This is an optimization exercise on Yosys and OpenROAD, whose aim is small area, not a production implementation.
The RTL was checked by simulation tests, not by an equivalence proof against the original design.
Power figures rest on the tool's default switching activity, not on a simulated workload.

$ cat flow/config.mk
export PLATFORM = sky130hd
export DESIGN_NAME = can_dma_top
export DESIGN_NICKNAME = can_dma_top
export VERILOG_FILES = /design/flow/design.v
export SDC_FILE = /design/flow/constraint.sdc
export NUM_CORES = 4
export LEC_CHECK = 0
export CAP_MARGIN = 0
export CORE_MARGIN = 2
export CORE_UTILIZATION = 50
export SLEW_MARGIN = 0
$ cat flow/standard.sh
#!/bin/bash
# synth_recipe.tcl (not shown) runs the flow's synth.tcl, then flattens the netlist and writes it again
# the make line also repeats each setting of config.mk as NAME=value (left out here)
make -C /OpenROAD-flow-scripts/flow DESIGN_CONFIG=/design/flow/config.mk WORK_HOME=/design/flow/orfs CLKGATE_MAP_FILE= SYNTH_SCRIPT=/design/flow/synth_recipe.tcl "${@:-finish}"
$ cat flow/design.v
`timescale 1ns/1ps
`default_nettype none
package can_dma_pkg;
    typedef struct packed {
        logic [31:0] dh;
        logic [31:0] dl;
        logic [31:0] cmd;
        logic [31:0] id;
    } frame_words_t;
    typedef struct packed {
        logic [63:0]          data;
        logic [29-1:0] id;
        logic [7:0]           quanta_div;
        logic [5:0]           prop_quanta;
        logic [5:0]           seg1_quanta;
        logic [3:0]           datalen;
        logic                 format;
        logic [1:0]           frame_type;
    } can_frame_t;
    typedef struct packed {
        logic        busreq;
        logic        write;
        logic [31:0] addr;
        logic [31:0] wdata;
    } bus_req_t;
endpackage
`default_nettype wire
`timescale 1ns/1ps
`default_nettype none
module can_reg_slave
(
    input  wire          bs,
    input  wire          rst_n,
    input  wire          reg_wr,
    input  wire          reg_rd,
    input  wire   [15:0] reg_addr,
    input  wire   [31:0] reg_wdata,
    input  wire          tx_active,
    input  wire          chain_active,
    output logic  [31:0] reg_rdata,
    output can_dma_pkg::frame_words_t reg_words_n,
    output logic         reg_launch,
    output logic         chain_start,
    output logic  [31:0] chain_base,
    output logic   [3:0] wr_word,
    output logic  [31:0] old_word_n_q
);
    logic        hi;
    logic        wr_launch;
    logic        wr_chain;
    logic [31:0] word_sel_n;
    assign hi = (reg_addr[15:5] == 11'h7F8) && (reg_addr[1:0] == 2'b00);
    assign wr_word[0] = reg_wr && hi && (reg_addr[4:2] == 3'd0);
    assign wr_word[1] = reg_wr && hi && (reg_addr[4:2] == 3'd1);
    assign wr_word[2] = reg_wr && hi && (reg_addr[4:2] == 3'd2);
    assign wr_word[3] = reg_wr && hi && (reg_addr[4:2] == 3'd3);
    assign wr_launch  = reg_wr && hi && (reg_addr[4:2] == 3'd4);
    assign wr_chain   = reg_wr && hi && (reg_addr[4:2] == 3'd5);
    always_ff @(posedge bs) begin
        if (wr_word[0]) reg_words_n.dh  <= ~reg_wdata;
        if (wr_word[1]) reg_words_n.dl  <= ~reg_wdata;
        if (wr_word[2]) reg_words_n.cmd <= ~reg_wdata;
        if (wr_word[3]) reg_words_n.id  <= ~reg_wdata;
        if (wr_chain)   chain_base    <= reg_wdata;
    end
    logic [3:0] word_dec;
    assign word_dec = 4'b0001 << reg_addr[3:2];
    assign word_sel_n = ({32{word_dec[0]}} & reg_words_n.dh)  | ({32{word_dec[1]}} & reg_words_n.dl) |
                        ({32{word_dec[2]}} & reg_words_n.cmd) | ({32{word_dec[3]}} & reg_words_n.id);
    always_ff @(posedge bs) begin
        old_word_n_q <= word_sel_n;
    end
    always_ff @(posedge bs or negedge rst_n) begin
        if (!rst_n) begin
            reg_launch  <= 1'b0;
            chain_start <= 1'b0;
        end else begin
            reg_launch  <= wr_launch;
            chain_start <= wr_chain;
        end
    end
    logic rd_word, rd_chain, rd_launch, rd_active;
    assign rd_word   = reg_rd && hi && !reg_addr[4];
    assign rd_launch = reg_rd && hi && (reg_addr[4:2] == 3'd4);
    assign rd_chain  = reg_rd && hi && (reg_addr[4:2] == 3'd5);
    assign rd_active = reg_rd && hi && (reg_addr[4:2] == 3'd6);
    assign reg_rdata = ({32{rd_word}} & ~word_sel_n) | ({32{rd_chain}} & chain_base) |
                       {31'd0, (rd_launch && tx_active) || (rd_active && chain_active)};
endmodule
`default_nettype wire
`timescale 1ns/1ps
`default_nettype none
module can_desc_fetch
(
    input  wire          bs,
    input  wire          rst_n,
    input  wire          chain_start,
    input  wire   [31:0] chain_base,
    input  wire          bus_grant,
    input  wire   [31:0] bus_rdata,
    input  wire          tx_active,
    output can_dma_pkg::bus_req_t     bus_req,
    output can_dma_pkg::frame_words_t desc_words_n,
    output logic         desc_launch,
    output logic         chain_active
);
    typedef enum logic [2:0] {
        ST_IDLE    = 3'd0,
        ST_LAUNCH  = 3'd1,
        ST_WAIT_HI = 3'd2,
        ST_WAIT_LO = 3'd3,
        ST_RD_REQ  = 3'd4,
        ST_RD_DATA = 3'd5,
        ST_WR_REQ  = 3'd6,
        ST_LINK    = 3'd7
    } state_t;
    state_t      state;
    logic [2:0]  word_idx;
    logic [31:0] addr;
    logic [31:0] wdata;
    logic [31:0] spare;
    assign bus_req      = {(state == ST_RD_REQ) || (state == ST_WR_REQ),
                           state == ST_WR_REQ, addr, wdata};
    assign chain_active = (state != ST_IDLE);
    assign desc_launch  = (state == ST_LAUNCH) && !tx_active;
    always_ff @(posedge bs or negedge rst_n) begin
        if (!rst_n) begin
            state <= ST_IDLE;
        end else begin
            case (state)
                ST_IDLE:    if (chain_start) state <= ST_RD_REQ;
                ST_RD_REQ:  if (bus_grant) state <= ST_RD_DATA;
                ST_RD_DATA: state <= (word_idx == 3'(7 - 1)) ? ST_LAUNCH : ST_RD_REQ;
                ST_LAUNCH:  if (!tx_active) state <= ST_WAIT_HI;
                ST_WAIT_HI: if (tx_active) state <= ST_WAIT_LO;
                ST_WAIT_LO: if (!tx_active) state <= ST_WR_REQ;
                ST_WR_REQ:  if (bus_grant) state <= ST_LINK;
                default:    state <= (spare == 32'd0) ? ST_IDLE : ST_RD_REQ;
            endcase
        end
    end
    logic        addr_base, addr_spare, addr_step, addr_hold;
    logic [31:0] addr_next;
    assign addr_base  = (state == ST_IDLE);
    assign addr_spare = (state == ST_LINK) || (state == ST_RD_DATA && word_idx == 3'd6);
    assign addr_step  = (state == ST_RD_DATA && word_idx != 3'd6);
    assign addr_hold  = !(addr_base || addr_spare || addr_step);
    assign addr_next  = ({32{addr_base}}  & chain_base) |
                        ({32{addr_spare}} & spare) |
                        ({32{addr_step}}  & {addr[31:2] + 30'd1, addr[1:0]}) |
                        ({32{addr_hold}}  & addr);
    always_ff @(posedge bs) begin
        if (state == ST_IDLE || state == ST_LINK) begin
            word_idx <= 3'd0;
        end else if (state == ST_RD_DATA) begin
            word_idx <= word_idx + 3'd1;
        end
        addr <= addr_next;
        if (state == ST_RD_DATA) begin
            case (word_idx)
                3'd0:    desc_words_n.dh  <= ~bus_rdata;
                3'd1:    desc_words_n.dl  <= ~bus_rdata;
                3'd2:   desc_words_n.cmd <= ~bus_rdata;
                3'd3:    desc_words_n.id  <= ~bus_rdata;
                3'd5: wdata          <= bus_rdata;
                default:         spare          <= bus_rdata;
            endcase
        end
    end
endmodule
`default_nettype wire
`timescale 1ns/1ps
`default_nettype none
module can_launch
(
    input  wire          bs,
    input  wire          rst_n,
    input  can_dma_pkg::frame_words_t reg_words_n,
    input  wire          reg_launch,
    input  can_dma_pkg::frame_words_t desc_words_n,
    input  wire          desc_launch,
    input  wire    [3:0] wr_word,
    input  wire   [31:0] old_word_n_q,
    input  wire          can_busy,
    output logic         can_start,
    output can_dma_pkg::can_frame_t   can_frame,
    output logic         tx_active
);
    logic         pend_valid;
    logic         launch_now;
    logic         park_desc;
    can_dma_pkg::frame_words_t launch_words;
    assign launch_now = !tx_active && (pend_valid || reg_launch || desc_launch);
    assign park_desc = !tx_active && !pend_valid && reg_launch && desc_launch;
    always_ff @(posedge bs or negedge rst_n) begin
        if (!rst_n) begin
            can_start  <= 1'b0;
            tx_active  <= 1'b0;
            pend_valid <= 1'b0;
        end else begin
            can_start <= launch_now;
            if (launch_now) begin
                tx_active <= 1'b1;
            end else if (tx_active && !can_start && !can_busy) begin
                tx_active <= 1'b0;
            end
            if (park_desc) begin
                pend_valid <= 1'b1;
            end else if (!tx_active && pend_valid) begin
                pend_valid <= 1'b0;
            end
        end
    end
    logic       sel_desc;
    logic [3:0] sel_reg;
    logic [3:0] sel_old;
    always_ff @(posedge bs) begin
        sel_desc <= pend_valid || !reg_launch;
        sel_reg  <= {4{!pend_valid && reg_launch}} & ~wr_word;
        sel_old  <= {4{!pend_valid && reg_launch}} & wr_word;
    end
    always_comb begin
        launch_words.dh = ~(({32{sel_desc}} & desc_words_n.dh) | ({32{sel_reg[0]}} & reg_words_n.dh) | ({32{sel_old[0]}} & old_word_n_q));
        launch_words.dl = ~(({32{sel_desc}} & desc_words_n.dl) | ({32{sel_reg[1]}} & reg_words_n.dl) | ({32{sel_old[1]}} & old_word_n_q));
        launch_words.cmd = ~(({32{sel_desc}} & desc_words_n.cmd) | ({32{sel_reg[2]}} & reg_words_n.cmd) | ({32{sel_old[2]}} & old_word_n_q));
        launch_words.id = ~(({32{sel_desc}} & desc_words_n.id) | ({32{sel_reg[3]}} & reg_words_n.id) | ({32{sel_old[3]}} & old_word_n_q));
    end
    always_comb begin
        can_frame.data        = {launch_words.dh, launch_words.dl};
        can_frame.id          = launch_words.id[31 -: 29];
        can_frame.quanta_div  = launch_words.cmd[31:24];
        can_frame.prop_quanta = launch_words.cmd[23:18];
        can_frame.seg1_quanta = launch_words.cmd[17:12];
        can_frame.datalen     = launch_words.cmd[11:8];
        can_frame.format      = launch_words.cmd[7];
        can_frame.frame_type  = launch_words.cmd[6:5];
    end
endmodule
`default_nettype wire
`timescale 1ns/1ps
`default_nettype none
module can_dma_top
(
    input  wire         bs,
    input  wire         rst_n,
    input  wire         reg_wr,
    input  wire         reg_rd,
    input  wire  [15:0] reg_addr,
    input  wire  [31:0] reg_wdata,
    output logic [31:0] reg_rdata,
    output logic        bus_busreq,
    output logic        bus_write,
    output logic [31:0] bus_addr,
    output logic [31:0] bus_wdata,
    input  wire         bus_grant,
    input  wire  [31:0] bus_rdata,
    output logic        can_start,
    output logic [63:0] can_data,
    output logic [28:0] can_id,
    output logic  [7:0] can_quanta_div,
    output logic  [5:0] can_prop_quanta,
    output logic  [5:0] can_seg1_quanta,
    output logic  [3:0] can_datalen,
    output logic        can_format,
    output logic  [1:0] can_frame_type,
    input  wire         can_busy
);
    can_dma_pkg::bus_req_t   bus_req;
    can_dma_pkg::can_frame_t can_frame;
    assign bus_busreq      = bus_req.busreq;
    assign bus_write       = bus_req.write;
    assign bus_addr        = bus_req.addr;
    assign bus_wdata       = bus_req.wdata;
    assign can_data        = can_frame.data;
    assign can_id          = can_frame.id;
    assign can_quanta_div  = can_frame.quanta_div;
    assign can_prop_quanta = can_frame.prop_quanta;
    assign can_seg1_quanta = can_frame.seg1_quanta;
    assign can_datalen     = can_frame.datalen;
    assign can_format      = can_frame.format;
    assign can_frame_type  = can_frame.frame_type;
    can_dma_pkg::frame_words_t reg_words_n;
    can_dma_pkg::frame_words_t desc_words_n;
    logic         reg_launch;
    logic         desc_launch;
    logic         chain_start;
    logic  [31:0] chain_base;
    logic         tx_active;
    logic         chain_active;
    logic   [3:0] wr_word;
    logic  [31:0] old_word_n_q;
    can_reg_slave u_reg_slave (
        .bs           (bs),
        .rst_n        (rst_n),
        .reg_wr       (reg_wr),
        .reg_rd       (reg_rd),
        .reg_addr     (reg_addr),
        .reg_wdata    (reg_wdata),
        .tx_active    (tx_active),
        .chain_active (chain_active),
        .reg_rdata    (reg_rdata),
        .reg_words_n  (reg_words_n),
        .reg_launch   (reg_launch),
        .chain_start  (chain_start),
        .chain_base   (chain_base),
        .wr_word    (wr_word),
        .old_word_n_q (old_word_n_q)
    );
    can_desc_fetch u_desc_fetch (
        .bs           (bs),
        .rst_n        (rst_n),
        .chain_start  (chain_start),
        .chain_base   (chain_base),
        .bus_grant    (bus_grant),
        .bus_rdata    (bus_rdata),
        .tx_active    (tx_active),
        .bus_req      (bus_req),
        .desc_words_n (desc_words_n),
        .desc_launch  (desc_launch),
        .chain_active (chain_active)
    );
    can_launch u_launch (
        .bs          (bs),
        .rst_n       (rst_n),
        .reg_words_n (reg_words_n),
        .reg_launch  (reg_launch),
        .desc_words_n (desc_words_n),
        .desc_launch (desc_launch),
        .wr_word   (wr_word),
        .old_word_n_q (old_word_n_q),
        .can_busy    (can_busy),
        .can_start   (can_start),
        .can_frame   (can_frame),
        .tx_active   (tx_active)
    );
endmodule
`default_nettype wire
$ cat flow/flow/run.sh
#!/bin/bash
# Standard layout, with the smallest buffer on every port and a clock tree
# of small buffers without dummy loads.
set -euo pipefail
export BUFFER_PORTS_ARGS="-buffer_cell sky130_fd_sc_hd__buf_1"
export CTS_ARGS="-sink_clustering_enable -repair_clock_nets -dont_use_dummy_load -buf_list sky130_fd_sc_hd__clkbuf_4 -sink_clustering_size 9 -sink_clustering_max_diameter 50"
bash standard.sh > standard.log 2>&1
$ cat flow/constraint.sdc
create_clock -name core_clock -period 7.0 [get_ports {bs}]
set_input_delay 1.4000 -clock core_clock [delete_from_list [all_inputs] [get_ports {bs}]]
set_output_delay 1.4000 -clock core_clock [all_outputs]
set_load 0.01 [all_outputs]
==> results of run 1 <==
==> routing by layer <==
| layer | share of wire (%) | routed length [µm] | global-route usage [%] |
|---|---|---|---|
| met5 | 0 | 0 | 0 |
| met4 | 2.9 | 1490 | 9.71 |
| met3 | 12 | 5920 | 7.17 |
| met2 | 47 | 24300 | 46.1 |
| met1 | 38 | 19600 | 39.6 |
==> power by group through the flow <==
| stage | Sequential, mW | Clock, mW | Combinational [mW] |
|---|---|---|---|
| after floorplan | 3.19 | 0 | 0.588 |
| after global routing | 3.20 | 1.24 | 1.08 |
| after global placement | 3.22 | 0 | 0.964 |
| after detailed placement | 3.23 | 0 | 0.977 |
| final | 3.17 | 1.13 | 0.983 |
| after CTS | 3.17 | 1.15 | 0.981 |
==> logic make-up after synthesis <==
kind of cell             count (synthesis)  synth area share (%)
XOR/XNOR                                18                 0.939
buffers and inverters                  148                  3.75
adder cells (fa/ha/maj)                  6                 0.447
AO/OA/AOI/OAI                          246                  13.9
AND/OR/NAND/NOR                        144                  4.76
flip-flops                             428                  71.8
multiplexers                            34                  4.41
==> metrics by stage <==
step | hold WS, ns | power, mW
after global routing | 0.525 | 5.53
after global placement | 0.477 | 4.19
after CTS | 0.497 | 5.30
after detailed placement | 0.484 | 4.20
final | 0.488 | 5.29
after floorplan | 0.469 | 3.78
==> worst max-delay path: stages <==
cell and delay, ns:
buf_1 0.06, nand4bb_1 0.20, nor4_2 0.37, nand2_1 0.18
nor2_4 0.73, buf_4 0.47, o2bb2ai_2 0.14, buf_1 0.16
==> layout by cell type, fill, tap and decap left out, types with 13 or more instances in the layout <==
| cell type | count |
|---|---|
| o2bb2ai_2 | 30 |
| inv_1 | 78 |
| nand3_1 | 13 |
| nor2_1 | 26 |
| mux4_2 | 32 |
| edfxtp_1 | 344 |
| dfxtp_1 | 75 |
| o21ai_0 | 25 |
| buf_4 | 31 |
| clkbuf_4 | 55 |
| buf_1 | 302 |
| nand2_1 | 31 |
| a222oi_1 | 138 |
| xor2_1 | 14 |
==> final cells by class <==
| type | instances | area share (%) |
|---|---|---|
| Sequential cell | 428 | 63.9 |
| Multi-Input combinational cell | 448 | 22.1 |
| Timing Repair Buffer | 335 | 7.29 |
| Tap cell | 448 | 2.97 |
| Clock buffer | 55 | 2.19 |
| Inverter | 78 | 1.55 |
| Antenna cell | 1 | 0.0133 |
==> how the worst max path moves through the flow <==
stage	to	slack, ns	cells past startpoint
after global routing	reg_rdata[7]	1.70	8
after global placement	reg_rdata[15]	1.94	8
final	reg_rdata[9]	1.86	8
after detailed placement	reg_rdata[16]	1.85	8
after CTS	reg_rdata[16]	1.83	8
after floorplan	u_reg_slave.reg_words_n[0]$_DFFE_PP_	2.19	4
==> results.txt, run 1 <==
number of I/O port buffers=304; count of antenna-violating nets left after detailed routing=0; clock root buffer master=clkbuf_4; global route total overflow=0; Placement Setup Slack=1.85 ns; worst clock skew on the final layout=0.0742 ns; primary flip-flop cell chosen by synthesis mapping=edfxtp_1; leading area contributor after synthesis=edfxtp_1; first element of the critical path=reg_addr[0]; initial core utilization=50.4%; Worst Hold Depth=2; cell area after placement=about 18000 µm²; share of flip-flops with an asynchronous set or reset=approximately 1.9%; Core Footprint=33300 µm²; fraction of final layout cells sized beyond drive strength 1=13.2%; Post-CTS Hold Fix Bufs=0; Global Route Usage Sum=29.1%; Fillers=2817; DRC violation count after routing=0; arrival time of the worst setup path=3.74 ns; FF-to-FF End=u_desc_fetch.desc_words_n[94]$_DFFE_PP_; Seq cells post-synth=428; result of the run=finished clean; final count of pins violating max slew=0; number of levels the H-tree was split into=2; net count of the mapped netlist=1116; CTS tree=built; via count=11.6k; synth unique cells=54; Post-Layout Cell Count=1793; number of global-route vias before repair=11.5k; sequential share of power=60.0%; Maximum Capacitance Violations=0; path category of the worst min-delay check=flop to flop; DRC violation total after the first TritonRoute iteration=1956; Most flops, register=u_reg_slave.reg_words_n; power share of the clock group=21.4%; total negative slack for setup checks=0 ns; synthesized instance count=1024; CP Class=input port to output port; R2R cell count=4; number of setup violations in the final report=0; yosys synthesis warning count=3; final critical-path share of the clock period=73.4%; maximum fanout along the worst path=17; row count=67; Util after Layout=a little under three fifths; end point of the most critical hold path=u_launch.tx_active$_DFFE_PN0P_; data required time at the worst endpoint=5.60 ns; net switching power figure=1.62 mW; number of synthesized flops with an enable pin=between 300 and 400; placed instance count=1737; hold violation count in the final report=0; area share of the leading cell type in the synthesized netlist=61.6%; Top Ports=305; gpl congestion=0.819; area growth from synthesis to final layout=12.5%; CTS clk-pin slew, worst paths=0.10 ns; register-to-register path setup slack=3.81 ns; FF-to-FF Start=u_desc_fetch.state[2]$_DFFE_PN0P_; maximum buffer depth of the clock tree=3; NumNets Final=1438; post-DR vias/cell=6.45; FMAX=about 200 MHz; die span in y=187 µm; commonest cells in the synthesized netlist=344 x edfxtp_1, 138 x a222oi_1, 78 x inv_1, 76 x dfxtp_1, 48 x clkbuf_1; sequential standard cell area=around 12000 µm²; area of all placed cells without fillers=18900 µm²; Leak=6.30 nW; clock sink total=428; worst ir drop on vdd=0.144 mV; area of combinational cells with multiple inputs=4180 µm²; beginning of the worst hold path=u_launch.can_start$_DFF_PN0_; global-route wire length before repair=74800 µm; DIE WIDTH=187 µm; Setup WS post-layout=1.86 ns; Largest register FFs=approximately 130; half-perimeter wire length after placement=between 30000 and 40000 µm; Netlist Area Pre-Place=16800 µm²; Logic pwr share=18.6%; switching share of power=30.7%; PostCTS Resize Cnt=0; final critical-path required period=between 5 and 6 ns; number of antenna violations at the first check in global routing=1; WL/cell=28.7 µm; Internal Power=3.67 mW; unrepaired setup endpoints after global routing=false; sum of routed wire length over all layers=51400 µm; largest registers=u_reg_slave.reg_words_n: 128 flops, u_desc_fetch.desc_words_n: 120 flops; clock buffer count from CTS=55; detailed-routing iteration count for the pre-antenna-repair pass=9; Setup Buffers After CTS=0; sequential element share of the synthesized area=71.8%; dominant cell by count in the synthesized netlist=edfxtp_1; synthesized area per cell=between 15 and 20 µm²; largest net degree at the start of global routing=65; total power divided by cell area=between 200 and 300 nW/µm²; full die area=~35000 µm²; dominant cells by area after synthesis=edfxtp_1 62%, dfxtp_1 9.1%, a222oi_1 8.2%; kind of end point of the critical path=output port; CP Launch Type=input port; slew at the pin with the worst max-slew slack=1.15 ns; max-slew headroom at the worst pin=around 23%; clock insertion delay at the later pin of the skew report=0.75 ns
==> run 2: changes to the inputs <==
==> flow/flow/run.sh (replaced) <==
#!/bin/bash
# Standard layout, with the smallest buffer on every port and a clock tree
# of small buffers without dummy loads; high-fanout nets are buffered by gain.
set -euo pipefail
export BUFFER_PORTS_ARGS="-buffer_cell sky130_fd_sc_hd__buf_1"
export PRE_RESIZE_TCL="$PWD/flow/pre_resize.tcl"
export CTS_ARGS="-sink_clustering_enable -repair_clock_nets -dont_use_dummy_load -buf_list sky130_fd_sc_hd__clkbuf_4 -sink_clustering_size 9 -sink_clustering_max_diameter 50"
bash standard.sh > standard.log 2>&1
==> flow/flow/pre_resize.tcl (new file) <==
# Buffer the high-fanout nets by gain before the standard placement repair.
set_dont_use $::env(DONT_USE_CELLS)
estimate_parasitics -placement
repair_design -verbose -buffer_gain 4.0 -cap_margin $::env(CAP_MARGIN) -slew_margin $::env(SLEW_MARGIN) -match_cell_footprint
==> results.txt, run 2 <==
DIE WIDTH=187 µm (unchanged); net count of the mapped netlist=1116 (unchanged); sequential element share of the synthesized area=71.8% (unchanged); synthesized area per cell=16.4 µm² (unchanged); Seq cells post-synth=428 (unchanged); Top Ports=305 (unchanged); dominant cell by count in the synthesized netlist=edfxtp_1; number of I/O port buffers=304 (unchanged); leading area contributor after synthesis=edfxtp_1; yosys synthesis warning count=3 (unchanged); synth unique cells=54 (unchanged); Netlist Area Pre-Place=16800 µm² (unchanged); die span in y=187 µm (unchanged); dominant cells by area after synthesis=edfxtp_1 62%, dfxtp_1 9.1%, a222oi_1 8.2%; result of the run=stopped before the end; gpl congestion=0.819 (unchanged); commonest cells in the synthesized netlist=344 x edfxtp_1, 138 x a222oi_1, 78 x inv_1, 76 x dfxtp_1, 48 x clkbuf_1; primary flip-flop cell chosen by synthesis mapping=edfxtp_1; initial core utilization=50.4% (unchanged); share of flip-flops with an asynchronous set or reset=1.87% (unchanged); row count=67 (unchanged); number of synthesized flops with an enable pin=344 (unchanged); synthesized instance count=1024 (unchanged); area share of the leading cell type in the synthesized netlist=61.6% (unchanged); Stopped at=placement repair; first error in the log=[ERROR EST-0104] inconsistent parasitics state
==> run 2: cell counts after synthesis <==
Identical to the previous run, type by type.
==> run 2: worst min-delay path by stage <==
stage,endpoint,start,depth (start not counted)
after floorplan,u_desc_fetch.addr[12]$_DFF_P_,u_desc_fetch.spare[12]$_DFFE_PP_,2
after global placement,u_desc_fetch.addr[7]$_DFF_P_,u_desc_fetch.addr[7]$_DFF_P_,2
==> run 2: power by group through the flow <==
stage,Clock [mW],Sequential (mW),Combinational (mW)
floorplan,0,3.19,0.588
global placement,0,3.22,0.964
==> run 2: cells by family after synthesis <==
group	after synthesis	synth area share, %
AOI/OAI and AO/OA	246	13.9
xor gates and xnor gates	18	0.939
adders and majority gates	6	0.447
buffers and inverters	148	3.75
DFF	428	71.8
muxes	34	4.41
and+or+nand+nor	144	4.76
==> run 3: changes to the inputs <==
==> flow/flow/run.sh (replaced) <==
#!/bin/bash
# Standard layout, with the smallest buffer on every port, gates off the
# critical paths downsized before the placement repair, and a clock tree of
# small buffers without dummy loads.
set -euo pipefail
export BUFFER_PORTS_ARGS="-buffer_cell sky130_fd_sc_hd__buf_1"
export PRE_RESIZE_TCL="$PWD/flow/pre_resize.tcl"
export CTS_ARGS="-sink_clustering_enable -repair_clock_nets -dont_use_dummy_load -buf_list sky130_fd_sc_hd__clkbuf_4 -sink_clustering_size 9 -sink_clustering_max_diameter 50"
bash standard.sh > standard.log 2>&1
==> flow/flow/pre_resize.tcl (replaced) <==
# Before the placement repair: shrink the gates that synthesis sized up on
# paths with slack to spare; repair_design then fixes any slew or load limit.
set_dont_use $::env(DONT_USE_CELLS)
estimate_parasitics -placement
repair_timing -recover_power 100 -verbose
==> results.txt, run 3 <==
result of the run=finished clean; maximum fanout along the worst path=17; commonest cells after routing, fill and taps aside=344 x edfxtp_1, 299 x buf_1, 138 x a222oi_1; gpl congestion=0.819 (unchanged); CP Launch Type=input port; half-perimeter wire length after placement=34100 µm; number of synthesized flops with an enable pin=344 (unchanged); global-route wire length before repair=74700 µm; data required time at the worst endpoint=5.60 ns; Total Power=5.28 mW; beginning of the worst hold path=u_desc_fetch.addr[7]$_DFF_P_; area of all placed cells without fillers=18900 µm²; Crit path top cell by count=buf_1; slew at the pin with the worst max-slew slack=1.28 ns; dominant cell by count in the synthesized netlist=edfxtp_1; initial core utilization=50.4% (unchanged); number of buffer and inverter instances along the worst setup path=3; FF-to-FF End=u_desc_fetch.wdata[30]$_DFFE_PP_; primary flip-flop cell chosen by synthesis mapping=edfxtp_1; number of levels the H-tree was split into=2; sum of routed wire length over all layers=51400 µm; worst clock skew on the final layout=approximately 0.044 ns; FF-to-FF Start=u_desc_fetch.state[2]$_DFFE_PN0P_; commonest cells in the synthesized netlist=344 x edfxtp_1, 138 x a222oi_1, 78 x inv_1, 76 x dfxtp_1, 48 x clkbuf_1; total power divided by cell area=279 nW/µm²; hold violation count in the final report=0; area share of the leading cell type in the synthesized netlist=61.6% (unchanged); Fillers=2806; CTS tree=built; WL met3=about 6400 µm; synth unique cells=54 (unchanged); clock insertion delay at the later pin of the skew report=0.72 ns; DRC violation total after the first TritonRoute iteration=between 1.5k and 2k; fraction of final layout cells sized beyond drive strength 1=11.5%; dominant cells by area after synthesis=edfxtp_1 62%, dfxtp_1 9.1%, a222oi_1 8.2%; Maximum Capacitance Violations=0; Post-Layout Cell Count=approximately 1.8k; DRC violation count after routing=0; die span in y=187 µm (unchanged); Worst Hold Depth=2; cell area after placement=18500 µm²; number of global-route vias before repair=~12k; leading area contributor after synthesis=edfxtp_1; count of antenna-violating nets left after detailed routing=0; total negative slack for setup checks=0 ns; Netlist Area Pre-Place=16800 µm² (unchanged); detailed-routing iteration count for the pre-antenna-repair pass=11; clock root buffer master=clkbuf_4; number of antenna violations at the first check in global routing=2; Most flops, register=u_reg_slave.reg_words_n; Leak=6.32 nW; final critical-path share of the clock period=between 70 and 80%; share of flip-flops with an asynchronous set or reset=1.87% (unchanged); path category of the worst min-delay check=flop to flop; top routing layer in use=met4; kind of end point of the critical path=output port; CP Class=input port to output port; global route total overflow=0; row count=67 (unchanged); minimum hold slack=0.512 ns; critical path's top delay family=simple AND/OR/NAND/NOR gates; FMAX=197 MHz; maximum buffer depth of the clock tree=3; Top Ports=305 (unchanged); Setup Buffers After CTS=0; Largest register FFs=128; clock sink total=about 430; full die area=between 30000 and 40000 µm²; max-slew headroom at the worst pin=14.4%; Global Route Usage Sum=29.0%; area growth from synthesis to final layout=12.8%; synthesized area per cell=16.4 µm² (unchanged); worst ir drop on vdd=0.128 mV; placed instance count=1747; number of I/O port buffers=304 (unchanged); met2 routed WL=24300 µm; Seq cells post-synth=428 (unchanged); final critical-path required period=5.07 ns; DIE WIDTH=187 µm (unchanged); yosys synthesis warning count=3 (unchanged); NumNets Final=about 1.4k; Core Footprint=33300 µm²; synthesized instance count=1024 (unchanged); largest registers=u_reg_slave.reg_words_n: 128 flops, u_desc_fetch.desc_words_n: 120 flops; arrival time of the worst setup path=3.67 ns; register-to-register path setup slack=around 4 ns; cells along the critical path=buf_1 > nand4bb_1 > nor4_1 > nand2_1 > nor2_4 > buf_4 > o2bb2ai_2 > buf_1; final count of pins violating max slew=0; PostCTS Resize Cnt=0; Post-CTS Hold Fix Bufs=0; end point of the most critical hold path=u_desc_fetch.addr[7]$_DFF_P_; WL/cell=28.5 µm; net count of the mapped netlist=1116 (unchanged); sequential element share of the synthesized area=71.8% (unchanged); first element of the critical path=reg_addr[0]; detailed-routing wirelength on met1=19200 µm; most common library cell in the layout ignoring fill and taps=edfxtp_1; post-DR vias/cell=6.39; R2R cell count=5; slowest CP cell=nor2_4; unrepaired setup endpoints after global routing=false; largest incremental delay on the critical path=0.66 ns; via count=roughly 12k; largest net degree at the start of global routing=slightly below 60; clock buffer count from CTS=55; number of setup violations in the final report=0; CTS clk-pin slew, worst paths=0.09 ns
## run 3: cell type report
type                    instances  area (µm²)  share of cell area (%)
clock buffers                  55         413                    2.18
well taps                     448         561                    2.96
diodes                          1        2.50                  0.0132
inverters                      78         293                    1.55
repair buffers                346        1540                    8.14
multi-input cells             448        4060                    21.4
flip-flops and latches        428       12100                    63.7
## run 3: cells by family (layout without fill, tap and decap cells)
| kind of cell | after synthesis | after routing | synth area share (%) |
|---|---|---|---|
| multiplexers | 34 | 34 | 4.41 |
| adder cells (fa/ha/maj) | 6 | 6 | 0.447 |
| other | 0 | 1 | 0 |
| buffers and inverters | 148 | 479 | 3.75 |
| AO/OA/AOI/OAI | 246 | 246 | 13.9 |
| XOR/XNOR | 18 | 18 | 0.939 |
| AND/OR/NAND/NOR | 144 | 144 | 4.76 |
| flip-flops | 428 | 428 | 71.8 |
## run 3: power by group
group	total [mW]	switching [mW]	internal (mW)	leakage [nW]
Sequential	3.18	0.216	2.96	3.84
Clock	1.14	0.776	0.359	0.253
Combinational	0.973	0.629	0.345	2.23
## run 3: worst register-to-register path, delay by kind of cell, from the launching register on
family | cells | cell delay, ns
and+or+nand+nor | 3 | 1.18
DFF | 1 | 0.71
buffers and inverters | 2 | 0.79
## run 3: per-stage QoR
step,setup slack [ns],utilization (%)
after floorplan,2.19,-
after global placement,1.94,55.5
after detailed placement,1.90,55.6
after CTS,1.89,56.8
after global routing,1.74,56.9
final,1.93,56.9
## run 3: how the worst max path moves through the flow
stage | endpoint | slack (ns) | cells past startpoint
2_1_floorplan | u_reg_slave.reg_words_n[0]$_DFFE_PP_ | 2.19 | 4
4_1_cts | reg_rdata[9] | 1.89 | 8
5_1_grt | reg_rdata[6] | 1.74 | 8
3_5_place_dp | reg_rdata[9] | 1.90 | 8
6_report | reg_rdata[6] | 1.93 | 8
3_3_place_gp | reg_rdata[15] | 1.94 | 8
## run 3: layer usage
layer	global-route usage [%]	vias to the layer above
met5	0	-
met4	9.86	0
met3	7.09	98
met2	45.7	832
met1	39.7	5667
li1	-	4923
==> run 4: changes to the inputs <==
==> flow/flow/run.sh (replaced) <==
#!/bin/bash
# Standard layout, with the smallest buffer on every port, gates off the
# critical paths downsized after the placement repair, and a clock tree of
# small buffers without dummy loads.
set -euo pipefail
export BUFFER_PORTS_ARGS="-buffer_cell sky130_fd_sc_hd__buf_1"
export POST_RESIZE_TCL="$PWD/flow/post_resize.tcl"
export CTS_ARGS="-sink_clustering_enable -repair_clock_nets -dont_use_dummy_load -buf_list sky130_fd_sc_hd__clkbuf_4 -sink_clustering_size 9 -sink_clustering_max_diameter 50"
bash standard.sh > standard.log 2>&1
==> flow/flow/post_resize.tcl (new file) <==
# After the placement repair: shrink the gates on paths with slack to spare,
# then repair any slew or load limit that broke.
estimate_parasitics -placement
repair_timing -recover_power 100 -verbose
repair_design -verbose -cap_margin $::env(CAP_MARGIN) -slew_margin $::env(SLEW_MARGIN) -match_cell_footprint
removed: flow/flow/pre_resize.tcl
==> results.txt, run 4 <==
minimum hold slack=0.512 ns (unchanged); final count of pins violating max slew=0 (unchanged); Global Route Usage Sum=29.0% (unchanged); number of I/O port buffers=304 (unchanged); main combinational cell family by area after synthesis=compound AO/OA/AOI/OAI gates; Most flops, register=u_reg_slave.reg_words_n; register-to-register path setup slack=4.01 ns (about the same); initial core utilization=50.4% (unchanged); synth unique cells=54 (unchanged); DRC violation total after the first TritonRoute iteration=1977 (unchanged); clock buffer count from CTS=55 (unchanged); sum of routed wire length over all layers=51400 µm (unchanged); yosys synthesis warning count=3 (unchanged); CP Class=input port to output port; total negative slack for setup checks=0 ns (unchanged); largest registers=u_reg_slave.reg_words_n: 128 flops, u_desc_fetch.desc_words_n: 120 flops; synthesized area per cell=16.4 µm² (unchanged); die span in y=187 µm (unchanged); FF-to-FF Start=u_desc_fetch.state[2]$_DFFE_PN0P_; slew at the pin with the worst max-slew slack=1.28 ns (unchanged); data required time at the worst endpoint=5.60 ns (about the same); max-slew headroom at the worst pin=14.4% (unchanged); Core Footprint=33300 µm² (unchanged); CP Launch Type=input port; area growth from synthesis to final layout=12.8% (unchanged); xor/xnor cell area share of the yosys netlist=0.939% (unchanged); largest net degree at the start of global routing=58 (unchanged); net count of the mapped netlist=1116 (unchanged); FMAX=197 MHz (unchanged); clock insertion delay at the later pin of the skew report=0.72 ns (about the same); FF-to-FF End=u_desc_fetch.wdata[30]$_DFFE_PP_; Largest register FFs=128 (unchanged); number of levels the H-tree was split into=2 (unchanged); path category of the worst min-delay check=flop to flop; detailed-routing iteration count for the pre-antenna-repair pass=11 (unchanged); Top Ports=305 (unchanged); unrepaired setup endpoints after global routing=false; hold violation count in the final report=0 (unchanged); number of global-route vias before repair=11.5k (unchanged); worst ir drop on vdd=0.128 mV (unchanged); number of setup violations in the final report=0 (unchanged); leading area contributor after synthesis=edfxtp_1; share of flip-flops with an asynchronous set or reset=1.87% (unchanged); number of synthesized flops with an enable pin=344 (unchanged); global-route wire length before repair=74700 µm (unchanged); maximum fanout along the worst path=17 (unchanged); sequential element share of the synthesized area=71.8% (unchanged); Seq cells post-synth=428 (unchanged); area share of the leading cell type in the synthesized netlist=61.6% (unchanged); fraction of final layout cells sized beyond drive strength 1=11.5% (unchanged); dominant cell by count in the synthesized netlist=edfxtp_1; CTS clk-pin slew, worst paths=0.09 ns (about the same); worst clock skew on the final layout=0.0443 ns (unchanged); most common library cell in the layout ignoring fill and taps=edfxtp_1; Leak=6.32 nW (unchanged); Worst Hold Depth=2 (unchanged); compound-gate portion of the synthesized area=13.9% (unchanged); commonest cells in the synthesized netlist=344 x edfxtp_1, 138 x a222oi_1, 78 x inv_1, 76 x dfxtp_1, 48 x clkbuf_1; gpl congestion=0.819 (unchanged); NumNets Final=1449 (unchanged); row count=67 (unchanged); DRC violation count after routing=0 (unchanged); WL/cell=28.5 µm (unchanged); total power divided by cell area=279 nW/µm² (unchanged); full die area=35000 µm² (unchanged); half-perimeter wire length after placement=34100 µm (unchanged); Util after Layout=56.9% (unchanged); clock root buffer master=clkbuf_4; clock sink total=428 (unchanged); CTS tree=built; Setup Buffers After CTS=0 (unchanged); number of antenna violations at the first check in global routing=2 (unchanged); dominant cells by area after synthesis=edfxtp_1 62%, dfxtp_1 9.1%, a222oi_1 8.2%; count of antenna-violating nets left after detailed routing=0 (unchanged); arrival time of the worst setup path=3.67 ns (about the same); final critical-path share of the clock period=72.5% (unchanged); Simple-Gate Fraction of Synth Area=4.76% (unchanged); PostCTS Resize Cnt=0 (unchanged); global route total overflow=0 (unchanged); DIE WIDTH=187 µm (unchanged); Maximum Capacitance Violations=0 (unchanged); R2R cell count=5 (unchanged); end point of the most critical hold path=u_desc_fetch.addr[7]$_DFF_P_; portion of netlist area occupied by mux cells=4.41% (unchanged); final critical-path required period=5.07 ns (unchanged); commonest cells after routing, fill and taps aside=344 x edfxtp_1, 299 x buf_1, 138 x a222oi_1; Netlist Area Pre-Place=16800 µm² (unchanged); beginning of the worst hold path=u_desc_fetch.addr[7]$_DFF_P_; via count=11.5k (unchanged); maximum buffer depth of the clock tree=3 (unchanged); Post-CTS Hold Fix Bufs=0 (unchanged); result of the run=finished clean; post-DR vias/cell=6.39 (unchanged); primary flip-flop cell chosen by synthesis mapping=edfxtp_1; kind of end point of the critical path=output port; synthesized instance count=1024 (unchanged); adder and majority cell fraction of the synthesized area=0.447% (unchanged)
[run 4: cell counts after synthesis]
Identical to the previous run, type by type.
[run 4: routing by layer]
layer  wire length, µm  vias up  part of all wire, %  track usage, %
li1                  -     4923                    -               -
met1             19200     5667                   37            39.7
met2             24300      832                   47            45.7
met3              6430       98                   13            7.09
met4              1470        0                  2.9            9.86
met5                 0        -                    0               0
[run 4: worst max-delay path: stages]
cell and delay [ns]:
buf_1 0.07, nand4bb_1 0.18, nor4_1 0.41, nand2_1 0.19, nor2_4 0.66, buf_4 0.46
o2bb2ai_2 0.14, buf_1 0.16
[run 4: worst max-delay path by stage]
stage / startpoint / endpoint / depth (start not counted)
floorplan: reg_addr[0] / u_reg_slave.reg_words_n[0]$_DFFE_PP_ / 4
global placement: reg_addr[0] / reg_rdata[15] / 8
detailed placement: reg_addr[0] / reg_rdata[9] / 8
CTS: reg_addr[0] / reg_rdata[9] / 8
global route: reg_addr[0] / reg_rdata[6] / 8
finish: reg_addr[0] / reg_rdata[6] / 8
[run 4: final cells by class]
| type | count | area, µm² |
|---|---|---|
| sequential | 428 | 12100 |
| clock buffer | 55 | 413 |
| inverter | 78 | 293 |
| fill | 2806 | 14400 |
| antenna | 1 | 2.50 |
| tap | 448 | 561 |
| multi-input combinational | 448 | 4060 |
| timing repair buffer | 346 | 1540 |
[run 4: kinds of logic (layout without fill, tap and decap cells)]
kind of cell	Yosys count	in the layout
adders and majority gates	6	6
AOI/OAI and AO/OA	246	246
DFF	428	428
other	0	1
muxes	34	34
buffers and inverters	148	479
and+or+nand+nor	144	144
xor gates and xnor gates	18	18
[run 4: where the power goes]
part / leakage (nW) / internal [mW] / switching [mW]
clock network: 0.253 / 0.359 / 0.776
logic: 2.23 / 0.345 / 0.629
registers: 3.84 / 2.96 / 0.216
[run 4: metrics by stage]
stage | area [µm²] | worst slack (ns) | total power [mW] | std cells
CTS | 18900 | 1.89 | 5.30 | 1802
detailed placement | 18500 | 1.90 | 4.20 | 1747
global placement | 18500 | 1.94 | 4.19 | 1737
finish | 18900 | 1.93 | 5.28 | 1804
global route | 18900 | 1.74 | 5.52 | 1804
floorplan | 16800 | 2.19 | 3.78 | 1024

## what the ideal ports hide
How much do the figures lean on ideal ports? The routed layouts below were timed once more, with nothing changed but the port constraints. Step 1, drivers: a clkbuf_16 drives bs and a buf_2 each remaining input, both assumed. Step 2 also shifts input and output timing later by t, the mid clock arrival at the registers, as if the neighbouring blocks saw the same clock. Slacks: ideal ports / drivers / drivers and shift; pairs: ideal ports / drivers.
run | t (ns) | slack for setup (ns) | worst slew at a driven data input, ns | pins driven straight from the clock port
run 1 | 0.746 | 1.865 / 1.841 / 1.841 | 0.06 | 1
run 3 | 0.742 | 1.926 / 1.905 / 1.905 | 0.05 | 1
run 4 | 0.742 | 1.926 / 1.905 / 1.905 | 0.05 | 1
After both steps every run listed still meets setup and hold. For run 1, which loses most, drivers alone change the setup slack by -0.024 ns; drivers and shift together by -0.024 ns.
